This design comes from an exercise in tuning for small area, a short achievable clock period and few clock cycles on the open sky130 flow, not from production work. At most, simulation tests tie the RTL to the original design; equivalence was not proved. Function not checked in runs 1 to 4: the RTL went through the layout flow alone.

[flow/run.sh]
#!/bin/bash
# synth_recipe.tcl (not shown) runs the flow's synth.tcl, then flattens the netlist and writes it again
# the make line also repeats each setting of config.mk as NAME=value (left out here)
make -C /OpenROAD-flow-scripts/flow DESIGN_CONFIG=/design/flow/config.mk WORK_HOME=/design/flow/orfs CLKGATE_MAP_FILE= SYNTH_SCRIPT=/design/flow/synth_recipe.tcl finish
[flow/config.mk]
export PLATFORM = sky130hd
export DESIGN_NAME = signed_binary_to_decimal_ascii_top
export DESIGN_NICKNAME = signed_binary_to_decimal_ascii_top
export VERILOG_FILES = /design/flow/design.v
export SDC_FILE = /design/flow/constraint.sdc
export NUM_CORES = 4
export LEC_CHECK = 0
export ABC_AREA = 1
export CAP_MARGIN = 20
export CORE_MARGIN = 2
export CORE_UTILIZATION = 40
export SETUP_SLACK_MARGIN = 1.5
export SLEW_MARGIN = 20
[flow/constraint.sdc]
create_clock -name core_clock -period 4.0 [get_ports {clk}]
set_input_delay 0.8000 -clock core_clock [delete_from_list [all_inputs] [get_ports {clk}]]
set_output_delay 0.8000 -clock core_clock [all_outputs]
set_load 0.01 [all_outputs]
[flow/design.v]
package sbda_pkg;
	localparam int VALUE_WIDTH_DEF = 32;
	localparam int BITS_PER_STAGE = 4;
	localparam int ND = 10;
	localparam int BW = 4 * (ND - 1) + 2;
	function automatic logic [BW-1:0] dabble1(input logic [BW-1:0] b, input logic bit_in);
		logic [BW-1:0] r;
		logic          c;
		c = bit_in;
		for (int d = 0; d < ND - 1; d++) begin
			logic d3, d2, d1, d0;
			{d3, d2, d1, d0} = b[d*4 +: 4];
			r[d*4]     = c;
			r[d*4 + 1] = (!d3 && !d2 && d0) || (d2 && d1 && !d0) || (d3 && !d0);
			r[d*4 + 2] = (d3 && !d0) || (!d2 && d1) || (d1 && d0);
			r[d*4 + 3] = (d3 && d0) || (d2 && !d1 && !d0);
			c = d3 || (d2 && (d1 || d0));
		end
		r[BW-2] = c;
		r[BW-1] = b[BW-2];
		dabble1 = r;
	endfunction
endpackage
module sbda_conv #(
	parameter int VALUE_WIDTH = sbda_pkg::VALUE_WIDTH_DEF
) (
	input  logic                          clk,
	input  logic                          arst_n,
	input  logic                          up_valid,
	output logic                          up_ready,
	input  logic [VALUE_WIDTH-1:0]        value,
	output logic                          dn_valid,
	input  logic                          dn_ready,
	output logic                          dn_neg,
	output logic [sbda_pkg::BW-1:0]       dn_bcd
);
	localparam int W  = VALUE_WIDTH;
	localparam int NN = W / 4;
	localparam int CW = $clog2(NN);
	localparam int BW = sbda_pkg::BW;
	logic          neg;
	logic [NN-1:0] nib_z, nib_f, low_z, nz;
	logic [CW-1:0] k0;
	logic [NN-1:0] p_f, p_bo;
	logic [3:0]    p_nib [NN];
	logic [CW-1:0] p_idx [NN];
	assign neg = value[W-1];
	always_comb begin
		for (int j = 0; j < NN; j++) begin
			nib_z[j] = (value[j*4 +: 4] == 4'h0);
			nib_f[j] = (value[j*4 +: 4] == 4'hF);
		end
		low_z[0] = 1'b1;
		for (int j = 1; j < NN; j++) low_z[j] = low_z[j-1] & nib_z[j-1];
		for (int j = 0; j < NN; j++)
			nz[j] = neg ? (!nib_f[j] || (!nib_z[j] && low_z[j])) : !nib_z[j];
		for (int j = 0; j < NN; j++) begin
			p_f[j]   = nz[j];
			p_nib[j] = value[j*4 +: 4];
			p_bo[j]  = !low_z[j];
			p_idx[j] = CW'(j);
		end
		for (int w = 1; w < NN; w = w * 2) begin
			for (int j = 0; j + w < NN; j = j + 2 * w) begin
				if (p_f[j+w]) begin
					p_nib[j] = p_nib[j+w];
					p_bo[j]  = p_bo[j+w];
					p_idx[j] = p_idx[j+w];
				end
				p_f[j] = p_f[j] | p_f[j+w];
			end
		end
		k0 = p_idx[0];
	end
	logic          f_busy;    
	logic          f_wait;    
	logic [CW-1:0] f_cnt;
	logic          c_v, c_first, c_last, c_neg, c_bo;
	logic [3:0]    c_nib;
	logic [BW-1:0] bcd;
	logic          d_done, d_neg;
	logic          d_accept, handoff, c_free, c_free_sure;
	logic          fetch_first, fetch_next;
	assign handoff     = d_done && dn_ready;
	assign d_accept    = c_v && (!d_done || dn_ready);
	assign c_free      = !c_v || d_accept;
	assign c_free_sure = !(c_v && c_first && d_done);
	assign fetch_first = up_valid && !f_busy && !f_wait && c_free;
	assign fetch_next  = f_busy && ((f_cnt == '0) ? c_free_sure : c_free);
	assign up_ready    = f_wait || (f_busy && (f_cnt == '0) && c_free_sure);
	always_ff @(posedge clk or negedge arst_n) begin
		if (!arst_n) begin
			f_busy <= 1'b0;
			f_wait <= 1'b0;
			c_v    <= 1'b0;
			d_done <= 1'b0;
		end else begin
			if (f_wait) f_wait <= 1'b0;
			if (fetch_first) begin
				if (k0 == '0) f_wait <= 1'b1;
				else f_busy <= 1'b1;
			end else if (fetch_next && f_cnt == '0) begin
				f_busy <= 1'b0;
			end
			if (fetch_first || fetch_next) c_v <= 1'b1;
			else if (d_accept) c_v <= 1'b0;
			if (d_accept) d_done <= c_last;
			else if (handoff) d_done <= 1'b0;
		end
	end
	always_ff @(posedge clk) begin
		if (fetch_first) f_cnt <= k0 - 1'b1;
		else if (fetch_next) f_cnt <= f_cnt - 1'b1;
		if (fetch_first || fetch_next) begin
			c_nib   <= f_busy ? value[f_cnt*4 +: 4] : p_nib[0];
			c_bo    <= f_busy ? !low_z[f_cnt] : p_bo[0];
			c_neg   <= neg;
			c_first <= fetch_first;
			c_last  <= f_busy ? (f_cnt == '0) : (k0 == '0);
		end
	end
	logic [3:0]    mbits;
	logic [BW-1:0] b_nx;
	always_comb begin
		logic orb;
		orb = c_bo;
		for (int t = 0; t < 4; t++) begin
			mbits[t] = c_nib[t] ^ (c_neg & orb);
			orb = orb | c_nib[t];
		end
		b_nx = c_first ? '0 : bcd;
		for (int t = 3; t >= 0; t--) b_nx = sbda_pkg::dabble1(b_nx, mbits[t]);
	end
	always_ff @(posedge clk) begin
		if (d_accept) begin
			bcd <= b_nx;
			if (c_first) d_neg <= c_neg;
		end
	end
	assign dn_valid = d_done;
	assign dn_neg   = d_neg;
	assign dn_bcd   = bcd;
endmodule
module sbda_ser (
	input  logic                    clk,
	input  logic                    arst_n,
	input  logic                    up_valid,
	output logic                    up_ready,
	input  logic                    up_neg,
	input  logic [sbda_pkg::BW-1:0] up_bcd,
	output logic                    char_valid,
	input  logic                    char_ready,
	output logic [7:0]              character,
	output logic                    last
);
	localparam int ND = sbda_pkg::ND;
	localparam int BW = sbda_pkg::BW;
	logic          s_busy, s_neg, s_atl;
	logic [3:0]    s_idx;
	logic [BW-1:0] s_bcd;
	logic          o_v, o_dash, o_last;
	logic [3:0]    o_lo;
	logic          emit, fin, load;
	logic [3:0]    lead, dig;
	logic [4*ND-1:0] bcd_ext;
	assign emit     = s_busy && (!o_v || char_ready);
	assign fin      = emit && s_atl;
	assign up_ready = !s_busy || fin;
	assign load     = up_valid && up_ready;
	always_comb begin
		lead = 4'd0;
		for (int d = 0; d < ND - 1; d++) if (up_bcd[d*4 +: 4] != 4'd0) lead = 4'(d);
		if (up_bcd[BW-1:BW-2] != 2'd0) lead = 4'(ND - 1);
		bcd_ext = {2'b00, s_bcd};
		dig = bcd_ext[s_idx*4 +: 4];
	end
	always_ff @(posedge clk or negedge arst_n) begin
		if (!arst_n) begin
			s_busy <= 1'b0;
			o_v    <= 1'b0;
		end else begin
			if (load) s_busy <= 1'b1;
			else if (fin) s_busy <= 1'b0;
			if (emit) o_v <= 1'b1;
			else if (char_ready) o_v <= 1'b0;
		end
	end
	always_ff @(posedge clk) begin
		if (emit) begin
			o_dash <= s_neg;
			o_lo   <= s_neg ? 4'hD : dig;
			o_last <= s_atl;
		end
		if (load) begin
			s_neg <= up_neg;
			s_idx <= lead;
			s_bcd <= up_bcd;
			s_atl <= !up_neg && (lead == 4'd0);
		end else if (emit) begin
			if (s_neg) begin
				s_neg <= 1'b0;
				s_atl <= (s_idx == 4'd0);
			end else begin
				s_idx <= s_idx - 1'b1;
				s_atl <= (s_idx == 4'd1);
			end
		end
	end
	assign char_valid = o_v;
	assign character  = {3'b001, !o_dash, o_lo};
	assign last       = o_last;
endmodule
module signed_binary_to_decimal_ascii_top #(
	parameter int VALUE_WIDTH = sbda_pkg::VALUE_WIDTH_DEF
) (
	input  logic                          clk,
	input  logic                          arst_n,
	input  logic                          value_valid,
	output logic                          value_ready,
	input  logic signed [VALUE_WIDTH-1:0] value,
	output logic                          char_valid,
	input  logic                          char_ready,
	output logic [7:0]                    character,
	output logic                          last
);
	logic                    cv_valid;
	logic                    cv_ready;
	logic                    cv_neg;
	logic [sbda_pkg::BW-1:0] cv_bcd;
	sbda_conv #(
		.VALUE_WIDTH(VALUE_WIDTH)
	) u_conv (
		.clk      (clk),
		.arst_n   (arst_n),
		.up_valid (value_valid),
		.up_ready (value_ready),
		.value    (value),
		.dn_valid (cv_valid),
		.dn_ready (cv_ready),
		.dn_neg   (cv_neg),
		.dn_bcd   (cv_bcd)
	);
	sbda_ser u_ser (
		.clk        (clk),
		.arst_n     (arst_n),
		.up_valid   (cv_valid),
		.up_ready   (cv_ready),
		.up_neg     (cv_neg),
		.up_bcd     (cv_bcd),
		.char_valid (char_valid),
		.char_ready (char_ready),
		.character  (character),
		.last       (last)
	);
endmodule
==> results of run 1 <==
[stage by stage]
step	std cells	hold WS (ns)	utilization
after floorplan	1111	0.426	-
after global placement	1408	0.441	0.445
after detailed placement	1408	0.444	0.445
after CTS	1436	0.461	0.471
after global routing	1466	0.491	0.498
final	1466	0.457	0.498
[cell families (layout without fill, tap and decap cells)]
family,Yosys count,after routing
AO/OA/AOI/OAI,178,178
buffers and inverters,194,284
XOR/XNOR,6,6
multiplexers,1,1
adder cells (fa/ha/maj),3,3
other,2,3
flip-flops,106,106
AND/OR/NAND/NOR,620,620
[worst min-delay path by stage]
stage | to | slack (ns) | depth (start not counted)
detailed placement | u_conv.d_done$_DFFE_PN0P_ | 0.44 | 2
finish | u_conv.d_done$_DFFE_PN0P_ | 0.46 | 2
floorplan | u_conv.d_done$_DFFE_PN0P_ | 0.43 | 2
global placement | u_conv.d_done$_DFFE_PN0P_ | 0.44 | 2
global route | u_ser.s_bcd[36]$_DFFE_PP_ | 0.49 | 0
CTS | u_conv.d_done$_DFFE_PN0P_ | 0.46 | 2
[metal layers]
layer | vias to the layer above | GRT usage | wire length (um)
met4 | 0 | 0.0573 | 320
met1 | 3380 | 0.270 | 9630
met3 | 22 | 0.0237 | 725
met5 | - | 0 | 0
met2 | 149 | 0.301 | 9400
li1 | 3869 | - | -
[tightest hold or removal path: stages, from the launching register on]
cell	delay, ns
edfxtp_1	0.33
nand2_1	0.05
nand2_1	0.05
[area by class of cell]
| type | instances | share of cell area |
|---|---|---|
| Multi-Input combinational cell | 811 | 0.456 |
| Sequential cell | 106 | 0.328 |
| Timing Repair Buffer | 93 | 0.0817 |
| Inverter | 174 | 0.0686 |
| Tap cell | 265 | 0.0345 |
| Clock buffer | 9 | 0.0235 |
| Clock inverter | 7 | 0.00613 |
| Timing Repair inverter | 1 | 0.000912 |
[sequential cells by signal, indices dropped and copies added, names as in the netlist]
| name | cells |
|---|---|
| u_conv.c_v | 1 |
| u_conv.f_cnt | 3 |
| u_ser.s_busy | 1 |
| u_conv.c_first | 1 |
| u_conv.d_done | 1 |
| u_ser.s_atl | 1 |
| u_ser.o_v | 1 |
| u_ser.o_dash | 1 |
| u_ser.s_idx | 4 |
| u_conv.c_neg | 1 |
| u_conv.d_neg | 1 |
| u_ser.o_lo | 4 |
| u_conv.f_busy | 1 |
| u_conv.f_wait | 1 |
| u_conv.c_nib | 4 |
| u_conv.bcd | 38 |
| u_ser.s_bcd | 38 |
| u_conv.c_bo | 1 |
| u_ser.s_neg | 1 |
| u_conv.c_last | 1 |
| u_ser.o_last | 1 |
[timing repair]
item,in CTS,in global routing
endpoints found under the hold margin,0,0
pin swaps,16,37
setup endpoints to repair,54,82
hold buffers,0,0
resized for setup,72,146
setup buffers,12,28
cloned,0,2
[cell usage in the layout (no fill, tap or decap), drive strengths merged, types with 7 or more instances in the layout]
cell type      count
nand2            322
inv              176
nor2             137
nand3            114
edfxtp           100
o21ai             76
buf               55
a21oi             40
o22ai             28
nand4             24
clkbuf            21
dlymetal6s2s      11
nor3              10
clkdlybuf4s50      9
o221ai             7
a21boi             7
==> run summary, run 1 <==
R2R Setup Slk=1.61 ns; area delta synth->final=23.2%; Cell variety after synth=48; unrepaired setup endpoints after global routing=true; run status=complete, no violations; CTS max path bufs=2; worst reg2reg endpoint=u_conv.bcd[14]$_DFFE_PP_; Place WS=0.619 ns; DRT antenna net count=0; hold path startpoint=u_conv.c_last$_DFFE_PP_; total gr overflow=0; adder-cell area share of the yosys netlist=0.00482; YS warnings=4; Setup CP Type=flip-flop to output pin; flip-flop and latch area=3150 um^2; hold crit path type=flip-flop to flip-flop; Total GRT Usage=0.189; Mean Syn Cell Area=7.02 um^2; layout cells sized above 1=0.200; reg2reg path depth=13; area share of the largest cell type after synthesis=0.386; vias=7420; Setup crit end kind=output pin; Tightest Pin Transition=0.529 ns; RD Place Congestion=0.900; core box area=19300 um^2; synth top area cells=edfxtp_1 39%, nand2_1 15%, inv_1 7.4%; sequential area share after synthesis=0.405; multiplexer share of the synthesized area=0.00129; Reg2Reg Launch Point=u_conv.c_first$_DFFE_PP_; crit path capture=value_ready; Async S/R FF share, synth=0.0566; Mapped Cells=1110; CTS Sinks=106; max-cap viol count=0; complex-gate fraction of the synthesized area=0.145; Critical Path Start=u_conv.c_first$_DFFE_PP_; post-synthesis simple-gate area fraction=0.338; FMAX=0.409 GHz; Reg clk slew, reported paths=0.07 ns; fill count=1916; Yosys top cell by area=edfxtp_1; Cell Area, Synth=7790 um^2; vias in the first global route=6354; critical-path cell list=buf_4, inv_6, nor2_1, nor2_2, inv_1, nand2_2, buf_6; Die Y=144 um; EDFF count, synth=100; Crit path depth=7; port bufs=43; largest family of logic cells by synthesized area=simple AND/OR/NAND/NOR gates; Worst path top cell family by delay=buffers and inverters; first-pass GRT wire length=31000 um; H-tree depth=3; Slew Limit Fails=0; routed wire length=20100 um; diode count=0; initial drt markers=420; post-synthesis xor/xnor area fraction=0.00675; Post-DP Area=8580 um^2; CTS root buf=clkbuf_16; initial antenna violation count=0; io pins=47; post-route cell area=9600 um^2; Startpoint Class=flip-flop; Worst EP arrival=1.65 ns; Pre-Repair DR Iteration Count=6; Initial Util=0.404; CP max FO=10; largest net degree at the start of global routing=31; # DRC=0; WL per Instance=13.7 um; setup ws final=1.55 ns; required time worst endpoint=3.20 ns; CTS tree=yes; count leader, synth=nand2_1; std cell rows=51; final worst clock skew=0.00952 ns; post-DP HPWL=14800 um; Worst Path Buf+Inv=4; vias per inst=5.06; worst rel slew slack=0.647; slowest CP cell=edfxtp_1; Sum Neg Setup Slack=0 ns; Yosys reg bits=106; Clock Latency Late Sink=0.36 ns; CTS buffer count=9; area of the multi-input gates=4380 um^2; Top FF cell, synth=edfxtp_1; Setup violations, final=0; Die ar.=20600 um^2; final net count=1235; CP max stage delay=0.49 ns; Post-synth top cells=315 x nand2_1, 154 x inv_1, 130 x nor2_1, 114 x nand3_1, 100 x edfxtp_1; Final Critical Period=2.45 ns; die width=144 um; final hold viol count=0; final period utilization=0.611
==> run 2, diff against run 1 <==
==> flow/flow/run.sh (new file) <==
#!/bin/bash
# Standard layout, with the port buffers made from buf_4 cells instead of the default pick.
bash standard.sh BUFFER_PORTS_ARGS="-buffer_cell sky130_fd_sc_hd__buf_4" finish > standard.log 2>&1
==> flow/standard.sh (new file) <==
#!/bin/bash
# synth_recipe.tcl (not shown) runs the flow's synth.tcl, then flattens the netlist and writes it again
# the make line also repeats each setting of config.mk as NAME=value (left out here)
make -C /OpenROAD-flow-scripts/flow DESIGN_CONFIG=/design/flow/config.mk WORK_HOME=/design/flow/orfs CLKGATE_MAP_FILE= SYNTH_SCRIPT=/design/flow/synth_recipe.tcl "${@:-finish}"
removed: flow/run.sh
==> run 2 against run 1 <==
First-iteration DRC count increased by 15%; area after synthesis unchanged; sequential share of layout area grew 1.3 points; sequential cell count unchanged; die area unchanged; critical path depth up 8; cell count fell by 1.9%; core utilization fell by 1.9 points; largest cell class unchanged; highest routed layer unchanged.
==> run summary, run 2 <==
run status=complete, no violations; Post-CTS Hold Buffers=0; Top FF cell, synth=edfxtp_1; largest net degree at the start of global routing=32; setup ws final=1.59 ns; die width=144 um; post-DP HPWL=14800 um; Reg clk slew, reported paths=0.06 ns; final period utilization=0.602; area share of the largest cell type after synthesis=0.386; initial drt markers=484; vias=7291; diode count=0; Sum Neg Setup Slack=0 ns; worst rel slew slack=0.433; sequential area share after synthesis=0.405; vias in the first global route=6315; Clock Latency Late Sink=0.36 ns; Startpoint Class=primary input; hold crit path type=primary input to asynchronous set/reset pin; most frequent cells in the layout=304 x nand2_1, 152 x inv_1, 106 x nand3_1; core box area=19300 um^2; vias per inst=5.07; Cell Area, Synth=7790 um^2; Largest regs=u_conv.bcd (38), u_ser.s_bcd (38); port bufs=43; DRT antenna net count=0; CTS buffer count=9; H-tree depth=3; Pre-Repair DR Iteration Count=5; Async S/R FF share, synth=0.0566; count leader, synth=nand2_1; YS warnings=4; met3 Resource Use GR=0.0273; Setup crit end kind=flip-flop; first-pass GRT wire length=30800 um; busiest layer in global routing=met2; WL per Instance=14.0 um; post-route cell area=9240 um^2; CTS tree=yes; fin cells=1438; synth top area cells=edfxtp_1 39%, nand2_1 15%, inv_1 7.4%; FMAX=0.416 GHz; Reg2Reg Launch Point=u_conv.c_first$_DFFE_PP_; fill count=1956; EDFF count, synth=100; max-cap viol count=0; Hold Slack=0.251 ns; CP max FO=7; Initial Util=0.404; Setup CP Type=primary input to flip-flop; unrepaired setup endpoints after global routing=true; critical-path cell list=buf_4, inv_1, nand2_1, nor2_1, inv_1, nor2_4, nand3_4, nand2_4, nand2_4, nand4_1, nand3_2, o21ai_2, ha_2, nand3b_1, nand2_1; CTS root buf=clkbuf_16; required time worst endpoint=4.11 ns; Slew Limit Fails=0; commonest non-fill, non-tap cell in the layout=nand2_1; # DRC=0; total gr overflow=0; slowest CP cell=ha_2; Worst EP arrival=2.51 ns; initial antenna violation count=0; Mean Syn Cell Area=7.02 um^2; io pins=47; final hold viol count=0; routed wire length=20100 um; layout cells sized above 1=0.176; area delta synth->final=18.7%; final worst clock skew=0.0149 ns; Total GRT Usage=0.189; CTS Sinks=106; Tightest Pin Transition=0.849 ns; final net count=1207; std cell rows=51; Place WS=0.900 ns; Die Y=144 um; Post-synth top cells=315 x nand2_1, 154 x inv_1, 130 x nor2_1, 114 x nand3_1, 100 x edfxtp_1; CP max stage delay=0.20 ns; area of the multi-input gates=4270 um^2; RD Place Congestion=0.863; Global Route met2 Usage=0.303; Cell variety after synth=48; post-layout util=0.480; met1 Usage GRT=0.265; Yosys top cell by area=edfxtp_1; Die ar.=20600 um^2; flip-flop and latch area=3150 um^2; Inst Count DP=1402; Final Critical Period=2.41 ns; Worst Path Buf+Inv=3; Yosys reg bits=106; Mapped Cells=1110; CTS max path bufs=2; Worst path top cell family by delay=simple AND/OR/NAND/NOR gates; Post-DP Area=8420 um^2; Critical Path Start=value[17]; Setup violations, final=0
[run 2: cell counts after synthesis]
Identical to the previous run, type by type.
[run 2: repair_timing]
action,CTS,global route
cloned,0,4
pin swaps,3,15
gates resized for setup,11,87
setup buffers,4,12
setup endpoints to repair,18,56
[run 2: cell families (layout without fill, tap and decap cells)]
logic type,Yosys count,in the layout,synth area share
fa+ha+maj,3,3,0.00482
buf+inv,194,256,0.0986
xor+xnor,6,6,0.00675
compound gates,178,178,0.145
flops,106,106,0.405
other cells,2,3,0.000964
mux,1,1,0.00129
simple gates,620,620,0.338
[run 2: final cells by class]
| type | instances | share of cell area |
|---|---|---|
| clock inverter | 6 | 0.00704 |
| inverter | 174 | 0.0717 |
| sequential | 106 | 0.341 |
| tap | 265 | 0.0359 |
| clock buffer | 10 | 0.0248 |
| multi-input combinational | 811 | 0.462 |
| timing repair buffer | 63 | 0.0544 |
| timing repair inverter | 3 | 0.00257 |
[run 2: worst paths after layout]
check                                       endpoint  slack (ns)  depth (start not counted)
setup / recovery           u_conv.f_cnt[2]$_DFFE_PP_        1.59                         15
setup reg to reg            u_conv.bcd[25]$_DFFE_PP_        1.65                         12
min in group core_clock    u_conv.d_done$_DFFE_PN0P_        0.44                          2
hold reg to reg            u_conv.d_done$_DFFE_PN0P_        0.44                          2
max in group asynchronous   u_ser.s_busy$_DFFE_PN0P_        3.63                          1
hold / removal             u_conv.f_busy$_DFFE_PN0P_        0.25                          1
[run 2: metal layers]
| metal | share of wire | vias up |
|---|---|---|
| met5 | 0 | - |
| met4 | 0.021 | 0 |
| met3 | 0.037 | 24 |
| met2 | 0.46 | 125 |
| met1 | 0.48 | 3327 |
| li1 | - | 3815 |
==> run 3, diff against run 2 <==
--- a/flow/config.mk
+++ b/flow/config.mk
@@ -11,3 +11,3 @@
 export CORE_UTILIZATION = 40
-export SETUP_SLACK_MARGIN = 1.5
+export SETUP_SLACK_MARGIN = 2.0
 export SLEW_MARGIN = 20
==> run 3 against run 2 <==
Still clean; global-route usage up 2.7 points; area after synthesis unchanged; count of clock-buffer cells in the layout unchanged; synthesized cell count unchanged; die area unchanged; setup slack worse by 0.0046 ns; cell count up 8.0%; maximum frequency down 0.19%; highest routed layer unchanged.
==> run summary, run 3 <==
die width=144 um; diode count=0; Cell Area, Synth=7790 um^2; CTS max path bufs=2; post-DP HPWL=14600 um; final period utilization=0.603; Worst EP arrival=2.52 ns; sequential area share after synthesis=0.405; Top FF cell, synth=edfxtp_1; Setup violations, final=0; Sum Neg Setup Slack=0 ns; Startpoint Class=primary input; vias per inst=5.25; Yosys top cell by area=edfxtp_1; count leader, synth=nand2_1; first-pass GRT wire length=35300 um; Setup crit end kind=flip-flop; worst rel slew slack=0.476; Total GRT Usage=0.216; Async S/R FF share, synth=0.0566; Clock Latency Late Sink=0.36 ns; final worst clock skew=0.00769 ns; total gr overflow=0; layout cells sized above 1=0.451; unrepaired setup endpoints after global routing=true; WL per Instance=15.6 um; CTS root buf=clkbuf_16; Slew Limit Fails=0; critical-path cell list=buf_8, nor2_4, nand2_4, nor2_4, nand3_4, nor2_4, nand3_4, nand2_4, nand2_8, nand4_1, nand3_4, o21ai_4, ha_4, nand3b_1, nand2_1; CP max FO=4; CTS Sinks=106; std cell rows=51; area delta synth->final=50.9%; Mapped Cells=1110; commonest non-fill, non-tap cell in the layout=nand2_1; post-layout util=0.610; routed wire length=24200 um; Setup CP Type=primary input to flip-flop; Inst Count DP=1402; vias=8156; Cell variety after synth=48; CP max stage delay=0.19 ns; Die ar.=20600 um^2; core box area=19300 um^2; DRT antenna net count=0; RD Place Congestion=0.930; Post-synth top cells=315 x nand2_1, 154 x inv_1, 130 x nor2_1, 114 x nand3_1, 100 x edfxtp_1; largest net degree at the start of global routing=20; post-route cell area=11800 um^2; CTS buffer count=9; synth top area cells=edfxtp_1 39%, nand2_1 15%, inv_1 7.4%; FMAX=0.415 GHz; area share of the largest cell type after synthesis=0.386; io pins=47; run status=complete, no violations; Tightest Pin Transition=0.785 ns; initial drt markers=560; required time worst endpoint=4.11 ns; final net count=1322; hold crit path type=primary input to asynchronous set/reset pin; H-tree depth=3; Initial Util=0.404; EDFF count, synth=100; Final Critical Period=2.41 ns; max-cap viol count=0; YS warnings=4; Yosys reg bits=106; initial antenna violation count=0; Largest regs=u_conv.bcd (38), u_ser.s_bcd (38); vias in the first global route=7237; fin cells=1553; Reg clk slew, reported paths=0.07 ns; slowest CP cell=nor2_4; CTS tree=yes; Mean Syn Cell Area=7.02 um^2; Pre-Repair DR Iteration Count=5; Die Y=144 um; # DRC=0; most frequent cells in the layout=206 x nand2_1, 132 x buf_4, 113 x inv_1; Post-DP Area=8580 um^2; Post-CTS Hold Buffers=0; final hold viol count=0; Hold Slack=0.244 ns; port bufs=43
-- run 3: layer usage --
| layer | global-route usage | part of all wire |
|---|---|---|
| met5 | 0 | 0 |
| met4 | 0.0764 | 0.030 |
| met3 | 0.0367 | 0.058 |
| met2 | 0.363 | 0.50 |
| met1 | 0.281 | 0.41 |
-- run 3: worst max-delay path: cells and delay by family --
kind                       cells  cell delay [ns]
AOI/OAI and AO/OA              1             0.10
and+or+nand+nor               12             1.37
buffers and inverters          1             0.10
adders and majority gates      1             0.15
-- run 3: final cells by class --
| cell class | instances | area [um^2] |
|---|---|---|
| fillers | 1640 | 7520 |
| multi-input cells | 813 | 5670 |
| flip-flops and latches | 106 | 3150 |
| repair buffers | 176 | 1570 |
| inverters | 174 | 711 |
| well taps | 265 | 332 |
| clock buffers | 10 | 229 |
| clock inverters | 6 | 48.8 |
| repair inverters | 3 | 40.0 |
-- run 3: kinds of logic (layout without fill, tap and decap cells) --
logic type,after synthesis,in the layout,share of synthesized area
compound gates,178,178,0.145
simple gates,620,622,0.338
flops,106,106,0.405
fa+ha+maj,3,3,0.00482
other cells,2,3,0.000964
xor+xnor,6,6,0.00675
buf+inv,194,369,0.0986
mux,1,1,0.00129
-- run 3: metrics by stage --
stage / setup WS [ns]
after detailed placement: 0.945
after global routing: 1.49
after CTS: 1.65
after global placement: 0.976
final: 1.59
after floorplan: 1.48
-- run 3: worst paths after layout --
| check | from | end | slack, ns | cells past startpoint |
|---|---|---|---|---|
| worst min-delay path | arst_n | u_conv.f_busy$_DFFE_PN0P_ | 0.24 | 1 |
| worst min register to register | u_conv.bcd[37]$_DFFE_PP_ | u_ser.s_bcd[37]$_DFFE_PP_ | 0.46 | 0 |
| max in group asynchronous | arst_n | u_conv.c_v$_DFFE_PN0P_ | 3.64 | 1 |
| worst max-delay path | value[1] | u_conv.f_cnt[2]$_DFFE_PP_ | 1.59 | 15 |
| worst max register to register | u_conv.c_first$_DFFE_PP_ | u_conv.bcd[13]$_DFFE_PP_ | 1.62 | 15 |
| min in group core_clock | u_conv.bcd[37]$_DFFE_PP_ | u_ser.s_bcd[37]$_DFFE_PP_ | 0.46 | 0 |
-- run 3: repair_timing --
action,4_1_cts,5_1_grt
gates cloned,6,0
endpoints found under the setup margin,129,102
resized for setup,288,205
buffers inserted,73,56
pin swaps,123,141
==> run 4, diff against run 3 <==
--- a/flow/config.mk
+++ b/flow/config.mk
@@ -11,3 +11,3 @@
 export CORE_UTILIZATION = 40
-export SETUP_SLACK_MARGIN = 2.0
+export SETUP_SLACK_MARGIN = 2.5
 export SLEW_MARGIN = 20
==> run 4 against run 3 <==
Maximum frequency up 1.7%; global-route usage up 1.0 points; clock skew is 0.0038 ns higher; sequential share of layout area decreased by 2.0 points; highest routed layer unchanged; core utilization up 4.9 points.
==> run summary, run 4 <==
run status=complete, no violations; final period utilization=0.592; multiplexer share of the synthesized area=0.00129; required time worst endpoint=3.20 ns; largest family of logic cells by synthesized area=simple AND/OR/NAND/NOR gates; die width=144 um; hold crit path type=primary input to asynchronous set/reset pin; unrepaired setup endpoints after global routing=true; Die ar.=20600 um^2; core box area=19300 um^2; Mapped Cells=1110; Pre-Repair DR Iteration Count=6; largest net degree at the start of global routing=19; layout cells sized above 1=0.522; port bufs=43; Yosys reg bits=106; initial drt markers=579; vias in the first global route=7568; synth top area cells=edfxtp_1 39%, nand2_1 15%, inv_1 7.4%; Largest regs=u_conv.bcd (38), u_ser.s_bcd (38); Mean Syn Cell Area=7.02 um^2; post-DP HPWL=15000 um; Cell Area, Synth=7790 um^2; sequential area share after synthesis=0.405; adder-cell area share of the yosys netlist=0.00482; routed wire length=25100 um; # DRC=0; Setup violations, final=0; H-tree depth=3; CP max FO=2; post-synthesis simple-gate area fraction=0.338; initial antenna violation count=0; worst reg2reg endpoint=u_conv.bcd[27]$_DFFE_PP_; Clock Latency Late Sink=0.35 ns; count leader, synth=nand2_1; RD Place Congestion=0.933; post-route cell area=12700 um^2; Sum Neg Setup Slack=0 ns; FMAX=0.422 GHz; Cell variety after synth=48; Slew Limit Fails=0; R2R Setup Slk=1.65 ns; most frequent cells in the layout=200 x nand2_1, 151 x buf_4, 100 x edfxtp_1; Die Y=144 um; final net count=1369; YS warnings=4; CTS buffer count=9; commonest non-fill, non-tap cell in the layout=nand2_1; Post-synth top cells=315 x nand2_1, 154 x inv_1, 130 x nor2_1, 114 x nand3_1, 100 x edfxtp_1; final worst clock skew=0.0115 ns; crit path capture=value_ready; post-synthesis xor/xnor area fraction=0.00675; Post-DP Area=9040 um^2; Setup crit end kind=output pin; vias=8564; EDFF count, synth=100; Final Critical Period=2.37 ns; Total GRT Usage=0.226; CTS max path bufs=2; reg2reg path depth=14; Async S/R FF share, synth=0.0566; Initial Util=0.404; total gr overflow=0; Setup CP Type=flip-flop to output pin; area delta synth->final=63.1%; Reg clk slew, reported paths=0.07 ns; CTS tree=yes; DRT antenna net count=0; area share of the largest cell type after synthesis=0.386; Critical Path Start=u_conv.f_cnt[0]$_DFFE_PP_; setup ws final=1.63 ns; post-layout util=0.659; max-cap viol count=0; complex-gate fraction of the synthesized area=0.145; Startpoint Class=flip-flop; io pins=47; first-pass GRT wire length=36600 um; WL per Instance=15.7 um; Yosys top cell by area=edfxtp_1; final hold viol count=0; Top FF cell, synth=edfxtp_1; Worst EP arrival=1.57 ns; diode count=0; CTS Sinks=106; Place WS=0.924 ns; Reg2Reg Launch Point=u_conv.c_first$_DFFE_PP_; vias per inst=5.36; std cell rows=51; CTS root buf=clkbuf_16
-- run 4: cell counts after synthesis --
No cell type changed its count.
-- run 4: cells by family (layout without fill, tap and decap cells) --
| family | count (synthesis) | after routing |
|---|---|---|
| AOI/OAI and AO/OA | 178 | 178 |
| xor gates and xnor gates | 6 | 6 |
| adders and majority gates | 3 | 3 |
| buffers and inverters | 194 | 415 |
| DFF | 106 | 106 |
| muxes | 1 | 1 |
| other | 2 | 3 |
| and+or+nand+nor | 620 | 622 |
-- run 4: layout make-up --
class / instances / area (um^2)
timing repair inverter: 3 / 35.0
multi-input combinational: 813 / 6060
tap: 265 / 332
sequential: 106 / 3160
inverter: 174 / 739
timing repair buffer: 223 / 2110
clock buffer: 9 / 225
fill: 1545 / 6570
clock inverter: 6 / 41.3
-- run 4: how the worst min path moves through the flow --
stage,from,end,cells after the start
after floorplan,u_conv.c_last$_DFFE_PP_,u_conv.d_done$_DFFE_PN0P_,2
after global placement,u_conv.bcd[37]$_DFFE_PP_,u_ser.s_bcd[37]$_DFFE_PP_,0
after detailed placement,u_conv.bcd[37]$_DFFE_PP_,u_ser.s_bcd[37]$_DFFE_PP_,0
after CTS,arst_n,u_conv.f_busy$_DFFE_PN0P_,1
after global routing,arst_n,u_conv.c_v$_DFFE_PN0P_,1
final,arst_n,u_conv.f_busy$_DFFE_PN0P_,1
-- run 4: per-stage QoR --
stage                     cells  hold WS (ns)
after global routing       1599         0.243
after CTS                  1525         0.240
final                      1599         0.244
after floorplan            1111         0.426
after detailed placement   1403         0.439
after global placement     1403         0.432
-- run 4: timing repair --
item                                    in CTS  in global routing
cloned                                       7                  2
resized for setup                          256                265
pin swaps                                  120                164
endpoints found under the setup margin     161                159
hold buffers                                 0                  0
setup buffers                              100                 72
endpoints found under the hold margin        0                  0
-- run 4: critical path, stage by stage (launching register included) --
cell      delay, ns
edfxtp_1       0.44
nor2_2         0.17
inv_2          0.07
nor2_4         0.09
nand2_2        0.07
nor2_2         0.15
inv_2          0.06
nand2_2        0.07
buf_6          0.10
-- run 4: routing by layer --
| metal | GRT usage | vias to the layer above | wire length (um) |
|---|---|---|---|
| met5 | 0 | - | 0 |
| met3 | 0.0283 | 80 | 1230 |
| li1 | - | 4162 | - |
| met4 | 0.102 | 0 | 990 |
| met2 | 0.373 | 290 | 12400 |
| met1 | 0.298 | 4032 | 10500 |
==> run 5, diff against run 4 <==
--- a/flow/design.v
+++ b/flow/design.v
@@ -42,3 +42,4 @@
 	logic [NN-1:0] nib_z, nib_f, low_z, nz;
-	logic [CW-1:0] k0;
+	logic [CW-1:0] k0m1;
+	logic          k0_z;
 	logic [NN-1:0] p_f, p_bo;
@@ -55,3 +56,3 @@
 		for (int j = 0; j < NN; j++)
-			nz[j] = neg ? (!nib_f[j] || (!nib_z[j] && low_z[j])) : !nib_z[j];
+			nz[j] = neg ? (!nib_f[j] || (!nib_z[j] && (j == 0 || nib_z[j == 0 ? 0 : j-1]))) : !nib_z[j];
 		for (int j = 0; j < NN; j++) begin
@@ -60,3 +61,3 @@
 			p_bo[j]  = !low_z[j];
-			p_idx[j] = CW'(j);
+			p_idx[j] = CW'(j - 1);
 		end
@@ -72,3 +73,4 @@
 		end
-		k0 = p_idx[0];
+		k0m1  = p_idx[0];
+		k0_z  = !(|nz[NN-1:1]);
 	end
@@ -89,3 +91,15 @@
 	assign fetch_next  = f_busy && ((f_cnt == '0) ? c_free_sure : c_free);
-	assign up_ready    = f_wait || (f_busy && (f_cnt == '0) && c_free_sure);
+	logic          rdy_q, rdy_nx;
+	logic          f_wait_nx, f_busy_nx, c_v_nx, c_first_nx, d_done_nx;
+	logic [CW-1:0] f_cnt_nx;
+	always_comb begin
+		f_wait_nx  = fetch_first && k0_z;
+		f_busy_nx  = fetch_first ? !k0_z : (f_busy && !(fetch_next && f_cnt == '0));
+		f_cnt_nx   = fetch_first ? k0m1 : (fetch_next ? f_cnt - 1'b1 : f_cnt);
+		c_v_nx     = (fetch_first || fetch_next) || (c_v && !d_accept);
+		c_first_nx = (fetch_first || fetch_next) ? fetch_first : c_first;
+		d_done_nx  = d_accept ? c_last : (d_done && !handoff);
+		rdy_nx     = f_wait_nx || (f_busy_nx && (f_cnt_nx == '0) && !(c_v_nx && c_first_nx && d_done_nx));
+	end
+	assign up_ready = rdy_q;
 	always_ff @(posedge clk or negedge arst_n) begin
@@ -94,2 +108,3 @@
 			f_wait <= 1'b0;
+			rdy_q  <= 1'b0;
 			c_v    <= 1'b0;
@@ -97,5 +112,6 @@
 		end else begin
+			rdy_q <= rdy_nx;
 			if (f_wait) f_wait <= 1'b0;
 			if (fetch_first) begin
-				if (k0 == '0) f_wait <= 1'b1;
+				if (k0_z) f_wait <= 1'b1;
 				else f_busy <= 1'b1;
@@ -111,3 +127,3 @@
 	always_ff @(posedge clk) begin
-		if (fetch_first) f_cnt <= k0 - 1'b1;
+		if (fetch_first) f_cnt <= k0m1;
 		else if (fetch_next) f_cnt <= f_cnt - 1'b1;
@@ -118,3 +134,3 @@
 			c_first <= fetch_first;
-			c_last  <= f_busy ? (f_cnt == '0) : (k0 == '0);
+			c_last  <= f_busy ? (f_cnt == '0) : k0_z;
 		end
@@ -122,3 +138,3 @@
 	logic [3:0]    mbits;
-	logic [BW-1:0] b_nx;
+	logic [BW-1:0] b_nx, b_dd, b_fv;
 	always_comb begin
@@ -130,4 +146,7 @@
 		end
-		b_nx = c_first ? '0 : bcd;
-		for (int t = 3; t >= 0; t--) b_nx = sbda_pkg::dabble1(b_nx, mbits[t]);
+		b_dd = bcd;
+		for (int t = 3; t >= 0; t--) b_dd = sbda_pkg::dabble1(b_dd, mbits[t]);
+		b_fv = '0;
+		b_fv[7:0] = (mbits >= 4'd10) ? {4'd1, mbits - 4'd10} : {4'd0, mbits};
+		b_nx = c_first ? b_fv : b_dd;
 	end
--- a/flow/config.mk
+++ b/flow/config.mk
@@ -11,3 +11,3 @@
 export CORE_UTILIZATION = 40
-export SETUP_SLACK_MARGIN = 2.5
+export SETUP_SLACK_MARGIN = 2.0
 export SLEW_MARGIN = 20
==> run 5 against run 4 <==
Via count is 4.3% lower; clock skew fell by 0.0035 ns; sequential share of layout area up 3.1 points; wire length decreased by 9.3%; die area is 2.8% higher; critical path type is now flip-flop to flip-flop; core utilization is 8.5 points lower; non-clock buffer count shrank 60.
==> run summary, run 5 <==
run status=complete, no violations; post-DP HPWL=14400 um; # DRC=0; initial antenna violation count=0; Cell Area, Synth=8010 um^2; commonest non-fill, non-tap cell in the layout=nand2_1; Mean Syn Cell Area=7.03 um^2; Reg clk slew, reported paths=0.07 ns; final net count=1338; CTS root buf=clkbuf_16; Final Critical Period=2.14 ns; H-tree depth=3; layout cells sized above 1=0.400; area delta synth->final=40.3%; vias in the first global route=7178; Startpoint Class=flip-flop; max-cap viol count=0; Setup violations, final=0; initial drt markers=594; most frequent cells in the layout=206 x nand2_1, 131 x buf_4, 104 x nor2_1; final hold viol count=0; CTS Sinks=107; first-pass GRT wire length=33600 um; Die Y=146 um; sequential area share after synthesis=0.392; RD Place Congestion=0.883; worst rel slew slack=0.596; Setup crit end kind=flip-flop; std cell rows=51; final worst clock skew=0.00802 ns; diode count=0; routed wire length=22700 um; Cell variety after synth=48; Reg2Reg Launch Point=u_conv.bcd[12]$_SDFFCE_PP0P_; core box area=19600 um^2; total gr overflow=0; FMAX=0.468 GHz; required time worst endpoint=4.09 ns; count leader, synth=nand2_1; vias=8192; Tightest Pin Transition=0.606 ns; post-route cell area=11200 um^2; YS warnings=4; Die ar.=21200 um^2; Async S/R FF share, synth=0.0654; final period utilization=0.534; CP max FO=5; Worst EP arrival=2.22 ns; Sum Neg Setup Slack=0 ns; Yosys top cell by area=edfxtp_1; Mapped Cells=1139; Critical Path Start=u_conv.bcd[12]$_SDFFCE_PP0P_; Pre-Repair DR Iteration Count=5; io pins=47; Top FF cell, synth=edfxtp_1; Slew Limit Fails=0; DRT antenna net count=0; hold crit path type=primary input to asynchronous set/reset pin; unrepaired setup endpoints after global routing=true; CTS tree=yes; area share of the largest cell type after synthesis=0.360; largest net degree at the start of global routing=37; vias per inst=5.23; Total GRT Usage=0.190; CTS buffer count=9; Clock Latency Late Sink=0.35 ns; Post-CTS Hold Buffers=0; Post-DP Area=8680 um^2; Setup CP Type=flip-flop to flip-flop; die width=146 um; port bufs=43; synth top area cells=edfxtp_1 36%, nand2_1 13%, inv_1 6.7%; Yosys reg bits=107; Post-synth top cells=285 x nand2_1, 142 x inv_1, 142 x nor2_1, 105 x nand3_1, 96 x edfxtp_1; Largest regs=u_conv.bcd (38), u_ser.s_bcd (38); EDFF count, synth=96; CTS max path bufs=2; WL per Instance=14.5 um; Initial Util=0.409
==> run 5: metal layers <==
metal	up-vias	GRT usage	routed length, um
met5	-	0	0
met4	0	0.0407	409
met3	37	0.0317	994
met2	193	0.317	11100
met1	3815	0.262	10200
li1	4147	-	-
==> run 5: worst paths after layout <==
check | slack, ns | cells past startpoint | to
max | 1.86 | 11 | u_conv.bcd[16]$_SDFFCE_PP0P_
min | 0.25 | 1 | u_conv.c_v$_DFFE_PN0P_
max reg2reg | 1.86 | 11 | u_conv.bcd[16]$_SDFFCE_PP0P_
min reg2reg | 0.47 | 0 | u_ser.s_bcd[36]$_DFFE_PP_
max in group asynchronous | 3.63 | 1 | u_conv.f_wait$_DFF_PN0_
min in group core_clock | 0.47 | 0 | u_ser.s_bcd[36]$_DFFE_PP_
==> run 5: final cells by class <==
| class | count | area, um^2 |
|---|---|---|
| Clock inverter | 6 | 57.6 |
| Sequential cell | 107 | 3140 |
| Tap cell | 265 | 332 |
| Fill cell | 1757 | 8350 |
| Inverter | 163 | 673 |
| Multi-Input combinational cell | 852 | 5430 |
| Timing Repair Buffer | 163 | 1380 |
| Timing Repair inverter | 1 | 7.51 |
| Clock buffer | 9 | 225 |
==> run 5: cells by family (layout without fill, tap and decap cells) <==
logic type,count (synthesis),count (layout),synth area share
buffers and inverters,185,342,0.0890
xor gates and xnor gates,4,4,0.00437
other,2,3,0.000937
muxes,1,1,0.00125
AOI/OAI and AO/OA,235,235,0.177
DFF,107,107,0.392
adders and majority gates,5,5,0.00781
and+or+nand+nor,600,604,0.328
==> run 5: repair_timing <==
action,4_1_cts,5_1_grt
gates resized for setup,143,252
pin swaps,68,123
setup buffers,61,54
endpoints found under the hold margin,0,0
setup endpoints to repair,101,118
gates cloned,2,3
==> run 5: through the flow <==
stage | util | worst slack (ns) | cells | hold WS, ns
final | 0.574 | 1.86 | 1566 | 0.253
after global routing | 0.574 | 1.74 | 1566 | 0.243
after floorplan | - | 1.75 | 1140 | 0.427
after CTS | 0.508 | 1.92 | 1509 | 0.242
after global placement | 0.443 | 1.35 | 1431 | 0.439
after detailed placement | 0.443 | 1.33 | 1431 | 0.456
==> run 5: worst max-delay path, stage by stage, from the launching register on <==
cell	delay, ns
edfxtp_1	0.52
buf_6	0.18
a22oi_2	0.24
buf_6	0.17
buf_6	0.10
nor2_4	0.03
nor2_4	0.17
nor2_2	0.05
inv_2	0.10
nand3_4	0.10
o21ai_1	0.13
a21oi_1	0.08
Testbench counts of run 5, summed over its fixed seeds: cycles 22,057.
==> run 6, diff against run 5 <==
--- a/flow/config.mk
+++ b/flow/config.mk
@@ -11,3 +11,3 @@
 export CORE_UTILIZATION = 40
-export SETUP_SLACK_MARGIN = 2.0
+export SETUP_SLACK_MARGIN = 1.5
 export SLEW_MARGIN = 20
==> run 6 against run 5 <==
Still clean; synthesized cell count is the same; core utilization shrank 12 points; worst hold slack lost 0.0067 ns; via count shrank 9.3%; critical path depth is the same; first-iteration DRC count shrank 0.67%; setup slack lost 0.086 ns; largest cell class unchanged.
==> run summary, run 6 <==
synth top area cells=edfxtp_1 36%, nand2_1 13%, inv_1 6.7%; commonest non-fill, non-tap cell in the layout=nand2_1; Hold Slack=0.246 ns; Setup crit end kind=flip-flop; Total GRT Usage=0.173; Clock Latency Late Sink=0.35 ns; vias=7431; Final Critical Period=2.22 ns; critical-path cell list=buf_4, inv_1, nand4_1, nand2_1, nand2_1, inv_1, nand2_1, a21oi_1, o21ai_0, nand3_1, nand2_1; routed wire length=18600 um; RD Place Congestion=0.909; Post-synth top cells=285 x nand2_1, 142 x inv_1, 142 x nor2_1, 105 x nand3_1, 96 x edfxtp_1; Worst Path Buf+Inv=3; WL per Instance=12.9 um; Async S/R FF share, synth=0.0654; Die Y=146 um; vias in the first global route=6358; vias per inst=5.14; area delta synth->final=11.3%; Startpoint Class=primary input; flip-flop and latch area=3140 um^2; Post-DP Area=8610 um^2; Pre-Repair DR Iteration Count=5; CTS tree=yes; Cell variety after synth=48; DRT antenna net count=0; Setup violations, final=0; Die ar.=21200 um^2; Slew Limit Fails=0; CP max FO=11; # DRC=0; H-tree depth=3; io pins=47; CTS Sinks=107; final worst clock skew=0.00786 ns; Initial Util=0.409; max-cap viol count=0; initial antenna violation count=0; CP max stage delay=0.27 ns; layout cells sized above 1=0.133; port bufs=43; Mean Syn Cell Area=7.03 um^2; met3 Resource Use GR=0.0266; slowest CP cell=inv_1; fin cells=1447; final period utilization=0.556; CTS buffer count=9; count leader, synth=nand2_1; CTS max path bufs=2; FMAX=0.450 GHz; core box area=19600 um^2; Yosys top cell by area=edfxtp_1; worst rel slew slack=0.451; diode count=0; initial drt markers=590; first-pass GRT wire length=30300 um; Global Route met2 Usage=0.261; Tightest Pin Transition=0.822 ns; unrepaired setup endpoints after global routing=true; busiest layer in global routing=met2; run status=complete, no violations; Worst path top cell family by delay=simple AND/OR/NAND/NOR gates; Worst EP arrival=2.33 ns; area of the multi-input gates=4180 um^2; post-DP HPWL=14400 um; met1 Usage GRT=0.254; CTS root buf=clkbuf_16; most frequent cells in the layout=285 x nand2_1, 142 x inv_1, 140 x nor2_1; final net count=1218; Top FF cell, synth=edfxtp_1; std cell rows=51; Cell Area, Synth=8010 um^2; Mapped Cells=1139; Sum Neg Setup Slack=0 ns; area share of the largest cell type after synthesis=0.360; YS warnings=4; required time worst endpoint=4.10 ns; largest net degree at the start of global routing=39; Reg clk slew, reported paths=0.07 ns; dominant cell type by count on the critical path=nand2_1; Setup CP Type=primary input to flip-flop; EDFF count, synth=96; post-route cell area=8920 um^2; total gr overflow=0; Inst Count DP=1430; Largest regs=u_conv.bcd (38), u_ser.s_bcd (38); final hold viol count=0; Yosys reg bits=107; sequential area share after synthesis=0.392; hold crit path type=primary input to asynchronous set/reset pin; die width=146 um; fill count=1992
-- run 6: worst register-to-register path: cells and delay by family, from the launching register on --
kind	cells	cell delay (ns)
AOI/OAI and AO/OA	2	0.43
buffers and inverters	1	0.07
DFF	1	0.51
and+or+nand+nor	9	0.91
-- run 6: cell type report --
cell class / count / share of cell area
clock inverters: 5 / 0.00673
well taps: 265 / 0.0372
multi-input cells: 848 / 0.469
clock buffers: 11 / 0.0261
repair buffers: 48 / 0.0404
flip-flops and latches: 107 / 0.352
inverters: 163 / 0.0688
-- run 6: final timing paths --
| check | startpoint | to | slack, ns | cells past startpoint |
|---|---|---|---|---|
| worst max register to register | u_conv.bcd[1]$_DFFE_PP_ | u_conv.bcd[9]$_SDFFCE_PP0P_ | 1.81 | 12 |
| min in group core_clock | u_conv.bcd[37]$_SDFFCE_PP0P_ | u_ser.s_bcd[37]$_DFFE_PP_ | 0.47 | 0 |
| worst max-delay path | value[13] | u_conv.c_bo$_DFFE_PP_ | 1.78 | 11 |
| max in group asynchronous | arst_n | u_conv.d_done$_DFFE_PN0P_ | 3.64 | 1 |
| worst min register to register | u_conv.bcd[37]$_SDFFCE_PP0P_ | u_ser.s_bcd[37]$_DFFE_PP_ | 0.47 | 0 |
| worst min-delay path | arst_n | u_conv.f_wait$_DFF_PN0_ | 0.25 | 1 |
-- run 6: through the flow --
step	setup WS (ns)	utilization
3_3_place_gp	1.46	0.440
2_1_floorplan	1.55	-
6_report	1.78	0.455
3_5_place_dp	1.42	0.440
4_1_cts	1.65	0.455
5_1_grt	1.49	0.455
-- run 6: layer usage --
layer / vias to the layer above / part of all wire
met4: 0 / 0.016
met1: 3351 / 0.51
met2: 169 / 0.43
li1: 3892 / -
met5: - / 0
met3: 19 / 0.043
-- run 6: kinds of logic after synthesis --
family | count (synthesis) | share of synthesized area
and+or+nand+nor | 600 | 0.328
AOI/OAI and AO/OA | 235 | 0.177
buffers and inverters | 185 | 0.0890
DFF | 107 | 0.392
adders and majority gates | 5 | 0.00781
xor gates and xnor gates | 4 | 0.00437
other | 2 | 0.000937
muxes | 1 | 0.00125
-- run 6: timing repair --
action | 4_1_cts | 5_1_grt
buffers inserted | 0 | 1
hold buffers | 0 | 0
gates resized for setup | 1 | 3
cloned | 0 | 0
setup endpoints to repair | 1 | 12
==> run 7, diff against run 6 <==
--- a/flow/design.v
+++ b/flow/design.v
@@ -44,5 +44,8 @@
 	logic          k0_z;
-	logic [NN-1:0] p_f, p_bo;
-	logic [3:0]    p_nib [NN];
-	logic [CW-1:0] p_idx [NN];
+	logic [NN-1:0] above, top_oh, sel;
+	logic [3:0]    f_nib;
+	logic          f_bo;
+	logic          f_busy;    
+	logic          f_wait;    
+	logic [CW-1:0] f_cnt;
 	assign neg = value[W-1];
@@ -57,24 +60,20 @@
 			nz[j] = neg ? (!nib_f[j] || (!nib_z[j] && (j == 0 || nib_z[j == 0 ? 0 : j-1]))) : !nib_z[j];
+		above[NN-1] = 1'b0;
+		for (int j = NN - 2; j >= 0; j--) above[j] = above[j+1] | nz[j+1];
 		for (int j = 0; j < NN; j++) begin
-			p_f[j]   = nz[j];
-			p_nib[j] = value[j*4 +: 4];
-			p_bo[j]  = !low_z[j];
-			p_idx[j] = CW'(j - 1);
-		end
-		for (int w = 1; w < NN; w = w * 2) begin
-			for (int j = 0; j + w < NN; j = j + 2 * w) begin
-				if (p_f[j+w]) begin
-					p_nib[j] = p_nib[j+w];
-					p_bo[j]  = p_bo[j+w];
-					p_idx[j] = p_idx[j+w];
-				end
-				p_f[j] = p_f[j] | p_f[j+w];
+			top_oh[j] = (nz[j] || j == 0) && !above[j];
+			sel[j]    = f_busy ? (f_cnt == CW'(j)) : top_oh[j];
+		end
+		k0_z  = !above[0];
+		k0m1  = '0;
+		f_nib = '0;
+		f_bo  = 1'b0;
+		for (int j = 0; j < NN; j++) begin
+			if (top_oh[j]) k0m1 = k0m1 | CW'(j - 1);
+			if (sel[j]) begin
+				f_nib = f_nib | value[j*4 +: 4];
+				f_bo  = f_bo | !low_z[j];
 			end
 		end
-		k0m1  = p_idx[0];
-		k0_z  = !(|nz[NN-1:1]);
-	end
-	logic          f_busy;    
-	logic          f_wait;    
-	logic [CW-1:0] f_cnt;
+	end
 	logic          c_v, c_first, c_last, c_neg, c_bo;
@@ -130,4 +129,4 @@
 		if (fetch_first || fetch_next) begin
-			c_nib   <= f_busy ? value[f_cnt*4 +: 4] : p_nib[0];
-			c_bo    <= f_busy ? !low_z[f_cnt] : p_bo[0];
+			c_nib   <= f_nib;
+			c_bo    <= f_bo;
 			c_neg   <= neg;
==> run 7 against run 6 <==
Highest routed layer unchanged; largest cell class unchanged; die area shrank 2.9%; critical endpoint is now u_conv.bcd[27]$_SDFFCE_PP0P_; count of clock-buffer cells in the layout shrank 2.
==> run summary, run 7 <==
Total GRT Usage=0.179; commonest non-fill, non-tap cell in the layout=nand2_1; Reg clk slew, reported paths=0.08 ns; Mapped Cells=1078; Async S/R FF share, synth=0.0654; Startpoint Class=primary input; max-cap viol count=0; most frequent cells in the layout=308 x nand2_1, 125 x inv_1, 121 x nor2_1; Mean Syn Cell Area=7.21 um^2; total gr overflow=0; WL per Instance=12.5 um; std cell rows=50; Setup crit end kind=flip-flop; first-pass GRT wire length=29500 um; Setup CP Type=primary input to flip-flop; FMAX=0.425 GHz; Top FF cell, synth=edfxtp_1; vias in the first global route=6246; # DRC=0; fill count=1931; area delta synth->final=12.0%; Worst EP arrival=2.43 ns; CTS tree=yes; Setup violations, final=0; Tightest Pin Transition=0.757 ns; Final Critical Period=2.35 ns; final hold viol count=0; io pins=47; reg2reg path depth=12; CTS Sinks=107; H-tree depth=3; CTS root buf=clkbuf_16; EDFF count, synth=96; Critical Path Start=char_ready; CTS buffer count=9; area share of the largest cell type after synthesis=0.371; diode count=0; count leader, synth=nand2_1; YS warnings=2; vias per inst=4.97; final period utilization=0.588; unrepaired setup endpoints after global routing=false; final net count=1168; Post-synth top cells=308 x nand2_1, 126 x inv_1, 122 x nor2_1, 98 x nand3_1, 96 x edfxtp_1; CTS max path bufs=2; final worst clock skew=0.0118 ns; Yosys top cell by area=edfxtp_1; die width=143 um; Slew Limit Fails=0; worst reg2reg endpoint=u_conv.bcd[26]$_SDFFCE_PP0P_; worst rel slew slack=0.494; RD Place Congestion=0.838; initial antenna violation count=0; port bufs=43; post-route cell area=8710 um^2; post-DP HPWL=13800 um; CP max FO=22; Die ar.=20600 um^2; Pre-Repair DR Iteration Count=5; layout cells sized above 1=0.160; Yosys reg bits=107; Initial Util=0.411; Cell Area, Synth=7770 um^2; vias=6910; largest net degree at the start of global routing=29; R2R Setup Slk=1.75 ns; Post-CTS Hold Buffers=0; run status=complete, no violations; core box area=18900 um^2; DRT antenna net count=0; hold crit path type=primary input to asynchronous set/reset pin; Reg2Reg Launch Point=u_conv.bcd[20]$_SDFFCE_PP0P_; Cell variety after synth=54; routed wire length=17400 um; initial drt markers=434; Sum Neg Setup Slack=0 ns; sequential area share after synthesis=0.404; Post-DP Area=8390 um^2; required time worst endpoint=4.08 ns; Die Y=143 um; Largest regs=u_conv.bcd (38), u_ser.s_bcd (38); synth top area cells=edfxtp_1 37%, nand2_1 15%, nand3_1 6.3%; Clock Latency Late Sink=0.35 ns
## run 7: cell count changes after synthesis, sizes merged, moves of 8 or more
cell | previous run | this run
clkbuf | 15 | 6
a21oi | 72 | 50
nand3 | 120 | 110
nand4 | 21 | 13
o21ai | 122 | 80
nor2 | 153 | 137
nand2 | 295 | 336
## run 7: logic make-up (layout without fill, tap and decap cells)
logic type               count (synthesis)  in the layout  share of synthesized area
XOR/XNOR                                 4              4                    0.00451
flip-flops                             107            107                      0.404
AND/OR/NAND/NOR                        610            610                      0.349
adder cells (fa/ha/maj)                  8              8                     0.0129
other                                    2              3                   0.000966
AO/OA/AOI/OAI                          173            173                      0.140
multiplexers                             2              2                    0.00258
buffers and inverters                  172            222                     0.0863
## run 7: layout make-up
class                           instances  area [um^2]  share of cell area
Sequential cell                       107         3140               0.360
Timing Repair Buffer                   47          353              0.0405
Inverter                              159          606              0.0696
Clock buffer                            9          225              0.0259
Tap cell                              260          325              0.0374
Clock inverter                          7         82.6             0.00949
Multi-Input combinational cell        800         3980               0.457
## run 7: worst max-delay path: stages
cell and delay (ns):
buf_4 0.11, inv_1 0.09, nand2_1 0.09, a21oi_1 0.36, inv_1 0.11, nor2_1 0.10, inv_1 0.05, nand2_1 0.07
inv_1 0.28, buf_4 0.36
## run 7: metal layers
metal / part of all wire / track usage / vias up
met4: 0.0082 / 0.0366 / 0
met5: 0 / 0 / -
met1: 0.47 / 0.241 / 3112
met3: 0.046 / 0.0367 / 11
li1: - / - / 3657
met2: 0.47 / 0.301 / 130
## run 7: how the worst max path moves through the flow
stage	end	slack [ns]	depth (start not counted)
after global routing	u_ser.s_atl$_DFFE_PP_	1.50	9
after CTS	u_ser.o_lo[1]$_SDFFCE_PP0P_	1.50	6
final	u_conv.bcd[27]$_SDFFCE_PP0P_	1.65	10
after floorplan	u_ser.s_atl$_DFFE_PP_	1.55	8
after detailed placement	u_conv.bcd[37]$_SDFFCE_PP0P_	1.26	10
after global placement	u_conv.bcd[35]$_SDFFCE_PP0P_	1.26	10
## run 7: what timing repair did
item / 4_1_cts / 5_1_grt
gates resized for setup: 0 / 1
buffers inserted: 0 / 1
endpoints found under the setup margin: 0 / 6
## run 7: per-stage QoR
stage	setup WS, ns	util	hold WS [ns]	std cells
global placement	1.26	0.444	0.455	1372
finish	1.65	0.461	0.242	1389
CTS	1.50	0.460	0.231	1388
floorplan	1.55	-	0.427	1079
detailed placement	1.26	0.444	0.458	1372
global route	1.50	0.461	0.228	1389
Testbench counts of run 7, summed over its fixed seeds: cycles 22,057.
==> run 8, diff against run 7 <==
--- a/flow/config.mk
+++ b/flow/config.mk
@@ -11,3 +11,3 @@
 export CORE_UTILIZATION = 40
-export SETUP_SLACK_MARGIN = 1.5
+export SETUP_SLACK_MARGIN = 1.8
 export SLEW_MARGIN = 20
==> run 8 against run 7 <==
Clock skew fell by 0.0030 ns; first-iteration DRC count fell by 6.7%; area after synthesis did not move; largest cell class unchanged; critical endpoint is now u_conv.bcd[23]$_SDFFCE_PP0P_; critical path depth did not move; global-route usage fell by 0.16 points; wire length rose by 4.7%; sequential share of layout area fell by 2.3 points; count of clock-buffer cells in the layout rose by 2.
==> run summary, run 8 <==
Worst path top cell family by delay=compound AO/OA/AOI/OAI gates; CTS max path bufs=2; port bufs=43; vias per inst=4.97; post-layout util=0.492; YS warnings=2; post-DP HPWL=13700 um; Yosys reg bits=107; io pins=47; Startpoint Class=flip-flop; Yosys top cell by area=edfxtp_1; worst rel slew slack=0.529; Cell variety after synth=54; hold crit path type=primary input to asynchronous set/reset pin; Worst Path Buf+Inv=1; total gr overflow=0; area delta synth->final=19.5%; Hold Slack=0.257 ns; Post-DP Area=8440 um^2; commonest non-fill, non-tap cell in the layout=nand2_1; critical-path cell list=inv_2, nand2_4, a21oi_4, nand4_1, a21oi_2, nand2_1, nand2_1, nand2_1, a22oi_1, nor2_1; die width=143 um; vias=7081; unrepaired setup endpoints after global routing=true; std cell rows=50; CTS tree=yes; initial antenna violation count=0; routed wire length=18200 um; most frequent cells in the layout=289 x nand2_1, 117 x inv_1, 113 x nor2_1; WL per Instance=12.8 um; largest net degree at the start of global routing=27; setup ws final=1.87 ns; final net count=1203; Final Critical Period=2.13 ns; synth top area cells=edfxtp_1 37%, nand2_1 15%, nand3_1 6.3%; Largest regs=u_conv.bcd (38), u_ser.s_bcd (38); slowest CP cell=edfxtp_1; final period utilization=0.532; Reg2Reg Launch Point=u_conv.bcd[8]$_SDFFCE_PP0P_; EDFF count, synth=96; run status=complete, no violations; Mean Syn Cell Area=7.21 um^2; Top FF cell, synth=edfxtp_1; area share of the largest cell type after synthesis=0.371; core box area=18900 um^2; count leader, synth=nand2_1; Tightest Pin Transition=0.699 ns; Total GRT Usage=0.178; required time worst endpoint=4.09 ns; Post-synth top cells=308 x nand2_1, 126 x inv_1, 122 x nor2_1, 98 x nand3_1, 96 x edfxtp_1; Setup violations, final=0; Setup CP Type=flip-flop to flip-flop; Worst EP arrival=2.22 ns; DRT antenna net count=0; Mapped Cells=1078; Async S/R FF share, synth=0.0654; final hold viol count=0; vias in the first global route=6371; Clock Latency Late Sink=0.35 ns; initial drt markers=405; Place WS=1.18 ns; max-cap viol count=0; Die ar.=20600 um^2; RD Place Congestion=0.835; reg2reg path depth=10; Pre-Repair DR Iteration Count=5; Cell Area, Synth=7770 um^2; diode count=0; Setup crit end kind=flip-flop; Slew Limit Fails=0; Sum Neg Setup Slack=0 ns; first-pass GRT wire length=29500 um; CP max stage delay=0.45 ns; FMAX=0.470 GHz; # DRC=0; CP max FO=5; layout cells sized above 1=0.235; Inst Count DP=1371; worst reg2reg endpoint=u_conv.bcd[23]$_SDFFCE_PP0P_; CTS root buf=clkbuf_16; Reg clk slew, reported paths=0.07 ns; dominant cell type by count on the critical path=nand2_1; final worst clock skew=0.00884 ns; post-route cell area=9290 um^2; fin cells=1424; H-tree depth=3; Initial Util=0.411; Die Y=143 um; R2R Setup Slk=1.87 ns; CTS Sinks=107; CTS buffer count=9; sequential area share after synthesis=0.404
run 8: cell counts after synthesis:
Identical to the previous run, type by type.
run 8: worst max path at each step:
stage,from,endpoint,slack [ns],cells after the start
final,u_conv.bcd[8]$_SDFFCE_PP0P_,u_conv.bcd[23]$_SDFFCE_PP0P_,1.87,10
after global placement,char_ready,u_conv.bcd[37]$_SDFFCE_PP0P_,1.22,9
after detailed placement,char_ready,u_conv.bcd[29]$_SDFFCE_PP0P_,1.18,9
after floorplan,char_ready,u_ser.s_atl$_DFFE_PP_,1.68,8
after CTS,u_ser.s_idx[0]$_DFFE_PP_,u_ser.o_lo[1]$_SDFFCE_PP0P_,1.72,6
after global routing,u_conv.bcd[8]$_SDFFCE_PP0P_,u_conv.bcd[21]$_SDFFCE_PP0P_,1.71,12
run 8: kinds of logic (layout without fill, tap and decap cells):
family	after synthesis	after routing	synth area share
multiplexers	2	2	0.00258
flip-flops	107	107	0.404
AND/OR/NAND/NOR	610	610	0.349
XOR/XNOR	4	4	0.00451
buffers and inverters	172	257	0.0863
other	2	3	0.000966
AO/OA/AOI/OAI	173	173	0.140
adder cells (fa/ha/maj)	8	8	0.0129
run 8: layout make-up:
| class | instances | area [um^2] |
|---|---|---|
| repair inverters | 1 | 7.51 |
| fillers | 1909 | 9600 |
| clock inverters | 5 | 38.8 |
| clock buffers | 11 | 233 |
| flip-flops and latches | 107 | 3140 |
| well taps | 260 | 325 |
| repair buffers | 81 | 644 |
| multi-input cells | 800 | 4280 |
| inverters | 159 | 623 |
run 8: timing repair:
item | 4_1_cts | 5_1_grt
cloned | 1 | 0
hold buffers | 0 | 0
buffers inserted | 0 | 36
gates resized for setup | 2 | 77
setup endpoints to repair | 45 | 78
pin swaps | 0 | 28
run 8: routing by layer:
metal	share of wire	up-vias	global-route usage	wire length (um)
met1	0.47	3201	0.234	8480
met5	0	-	0	0
li1	-	3727	-	-
met3	0.038	22	0.0290	687
met2	0.48	131	0.305	8790
met4	0.014	0	0.0459	260

afterwards: timing with drivers on the ports:
The results above use ideal ports. As a check the final layouts listed here were re-extracted and re-timed, cells and wires unchanged. Step 1 (the two cells are an assumption about what drives the block):
set clk [get_ports {clk}]
set_driving_cell -lib_cell sky130_fd_sc_hd__clkbuf_16 $clk
set_driving_cell -lib_cell sky130_fd_sc_hd__buf_2 [delete_from_list [all_inputs] $clk]
Step 2 adds t to the input delays and takes it off the output delays; t is the mean of the earliest and latest rising clock arrival at the registers after step 1. Input paths then give back, and output paths get back, about the clock's delay inside the block. Slacks: ideal / step 1 / step 2; pairs: ideal / step 1.
| run | t, ns | slack for setup (ns) | worst setup path after step 2 | worst slew at a driven data input, ns |
|---|---|---|---|---|
| run 1 | 0.395 | 1.555 / 1.512 / 1.219 | input to register | 0.05 |
| run 2 | 0.391 | 1.594 / 1.576 / 1.224 | input to register | 0.05 |
| run 3 | 0.396 | 1.589 / 1.594 / 1.198 | input to register | 0.06 |
| run 4 | 0.391 | 1.631 / 1.589 / 1.252 | input to register | 0.06 |
| run 5 | 0.386 | 1.862 / 1.862 / 1.551 | input to register | 0.06 |
| run 6 | 0.389 | 1.776 / 1.791 / 1.403 | input to register | 0.03 |
| run 7 | 0.390 | 1.647 / 1.668 / 1.278 | input to register | 0.05 |
| run 8 | 0.388 | 1.872 / 1.872 / 1.501 | input to register | 0.04 |
After both steps setup and hold are still met in every run listed. For run 3, which loses most, drivers alone change the setup slack by +0.005 ns; drivers and shift together by -0.391 ns.
